Context: an optimization exercise on an open-source flow, tuned for small area, a short achievable clock period and few clock cycles per item. The choices shown serve that exercise and are no tape-out recipe.
The RTL was checked by simulation tests, not by an equivalence proof against the original design.
Power figures rest on the tool's default switching activity, not on a simulated workload.

## positional_list_engine_core
module positional_list_engine_core #(
  parameter int CAPACITY   = plec_pkg::CAPACITY_DEF,
  parameter int ENTRY_BITS = plec_pkg::ENTRY_BITS_DEF
) (
  input  logic                              clk_i,
  input  logic                              rst_ni,
  input  logic                              req_valid_i,
  output logic                              req_ready_o,
  input  logic [plec_pkg::OP_BITS-1:0]      req_op_i,
  input  logic [plec_pkg::INDEX_BITS-1:0]   req_index_i,
  input  logic [plec_pkg::INDEX_BITS-1:0]   req_index_b_i,
  input  logic [plec_pkg::VALUE_BITS-1:0]   req_entry_value_i,
  output logic                              rsp_valid_o,
  input  logic                              rsp_ready_i,
  output logic [plec_pkg::VALUE_BITS-1:0]   rsp_read_value_o,
  output logic [plec_pkg::COUNT_BITS-1:0]   rsp_entry_count_o,
  output logic [plec_pkg::STATUS_BITS-1:0]  rsp_status_o
);
For scale: roughly 690 flip-flops, roughly 0.037 mm^2 of cells after synthesis.
==> flow/config.mk <==
export PLATFORM = sky130hd
export DESIGN_NAME = positional_list_engine_core
export DESIGN_NICKNAME = positional_list_engine_core
export VERILOG_FILES = /design/flow/design.v
export SDC_FILE = /design/flow/constraint.sdc
export NUM_CORES = 8
export LEC_CHECK = 0
export CAP_MARGIN = 20
export CORE_MARGIN = 2
export CORE_UTILIZATION = 45
export CTS_CLUSTER_DIAMETER = 80
export CTS_CLUSTER_SIZE = 20
export PLACE_DENSITY = 0.55
export SETUP_SLACK_MARGIN = 4.5
export SLEW_MARGIN = 20
export SYNTH_HIERARCHICAL = 1
==> flow/constraint.sdc <==
create_clock -name core_clock -period 7.5 [get_ports {clk_i}]
set_input_delay 1.5000 -clock core_clock [delete_from_list [all_inputs] [get_ports {clk_i}]]
set_output_delay 1.5000 -clock core_clock [all_outputs]
set_load 0.01 [all_outputs]
run.sh (not shown) runs the stock make flow with config.mk's settings and CLKGATE_MAP_FILE= SYNTH_SCRIPT=/design/flow/synth_recipe.tcl, a recipe that flattens the netlist after the stock synthesis.
Testbench counts at the start, summed over its fixed seeds: cycles 16,016, items 16,000.
Change:
--- a/flow/config.mk
+++ b/flow/config.mk
@@ -8,9 +8,9 @@
 export CAP_MARGIN = 20
 export CORE_MARGIN = 2
-export CORE_UTILIZATION = 45
-export CTS_CLUSTER_DIAMETER = 80
-export CTS_CLUSTER_SIZE = 20
-export PLACE_DENSITY = 0.55
-export SETUP_SLACK_MARGIN = 4.5
+export CORE_UTILIZATION = 52
+export CTS_CLUSTER_DIAMETER = 100
+export CTS_CLUSTER_SIZE = 22
+export PLACE_DENSITY = 0.62
+export SETUP_SLACK_MARGIN = 4.8
 export SLEW_MARGIN = 20
 export SYNTH_HIERARCHICAL = 1
The changed run went through all stages and came out clean. Fmax rises by about 4.3%. First-iteration DRC count increases by about 30%. Synthesized area is unchanged. Power goes down by about 3.5%. Cell area rose by 4.9%.

---

positional_list_engine_core, a different RTL version from the one above (not shown whole).
For scale: roughly 3900 cells after synthesis, roughly 610 flip-flops, roughly 49 I/O pins, roughly 36000 um^2 of cells after synthesis.
export LEC_CHECK = 0
export CAP_MARGIN = 20
export CORE_MARGIN = 2
export CORE_UTILIZATION = 50
export PLACE_DENSITY = 0.65
export SETUP_SLACK_MARGIN = 4.5
export SLEW_MARGIN = 20
export SYNTH_HIERARCHICAL = 1
create_clock -name core_clock -period 7.5 [get_ports {clk_i}]
The starting point died in global routing (5_1_grt).
Testbench counts at the start, summed over its fixed seeds: cycles 16,016, items 16,000.
Next try:
- CORE_UTILIZATION: 50 -> 45
- CTS_CLUSTER_DIAMETER: default -> 80
- CTS_CLUSTER_SIZE: default -> 25
- PLACE_DENSITY: 0.65 -> 0.55
- SETUP_SLACK_MARGIN: 4.5 -> 4
The new run produced a clean layout.
Area after synthesis stays the same.
Synthesized cell count is unchanged.

---

positional_list_engine_core with an RTL version that a note above also has.
Size in the first run: ~4,000 cells after synthesis, roughly 37,000 sq um of cells after synthesis.
Settings: LEC_CHECK=0, CAP_MARGIN=20, CORE_MARGIN=2, CORE_UTILIZATION=45, CTS_CLUSTER_DIAMETER=100, CTS_CLUSTER_SIZE=22, PLACE_DENSITY=0.55, SETUP_SLACK_MARGIN=4.65, SLEW_MARGIN=20, SYNTH_HIERARCHICAL=1; clock period 7.5 ns.
Testbench counts at the start, summed over its fixed seeds: cycles 16,016, items 16,000.
Then changed:
- SETUP_SLACK_MARGIN: 4.65 -> 4.9
Effect: The changed run ran to the end with no violations; core utilization increases by 3.7 points; setup slack improved by 0.15 ns; sequential power came out higher slightly; final area is higher by a little under a tenth; wire length came out higher by roughly a tenth; total power rises by a few percent; hold slack loses 0.0050 ns; global-route usage goes up by 2.6 points; non-clock buffer count goes up by 87; via count grows by a few percent; first-iteration DRC count came out higher by a little under a tenth.
Then changed:
- CTS_CLUSTER_DIAMETER: 100 -> 80
- CTS_CLUSTER_SIZE: 22 -> 20
- SETUP_SLACK_MARGIN: 4.9 -> 5.0
After rerunning: The new run finished with timing, DRC and antenna clean; sequential share of layout area goes down by 0.51 points; setup slack gets worse by 0.086 ns; cell area went up by 1.3%; power is higher by 5.7%; count of clock-buffer cells in the layout goes up by 9; die area stays the same.

afterwards: timing with drivers on the ports:
The results above use ideal ports. As a check the final layouts listed here were re-extracted and re-timed, cells and wires unchanged.
Step 1 assumes that a clkbuf_16 drives the clock port and a buf_2 every other input.
Step 2 adds t to the input delays and takes it off the output delays; t is the mean of the earliest and latest rising clock arrival at the registers after step 1. Input paths then give back, and output paths get back, about the clock's delay inside the block.
a / b / c = no drivers / after step 1 / after step 2; a / b = the first two.
| run | shift t [ns] | slack for setup (ns) | pins driven straight from the clock port |
|---|---|---|---|
| the first run of note 1 | 0.710 | 4.408 / 4.408 / 3.927 | 1 |
| the second run of note 1 | 0.688 | 4.536 / 4.536 / 4.194 | 1 |
| the second run of note 2 | 0.727 | 3.858 / 3.858 / 3.541 | 1 |
| the first run of note 3 | 0.697 | 4.553 / 4.553 / 4.028 | 1 |
| the second run of note 3 | 0.706 | 4.704 / 4.631 / 4.239 | 1 |
| the third run of note 3 | 0.709 | 4.618 / 4.618 / 4.151 | 1 |
After both steps every run listed still meets setup and hold. The setup slack of the first run of note 3, which loses most, moves by 0.000 ns with the drivers and by -0.525 ns with both steps.
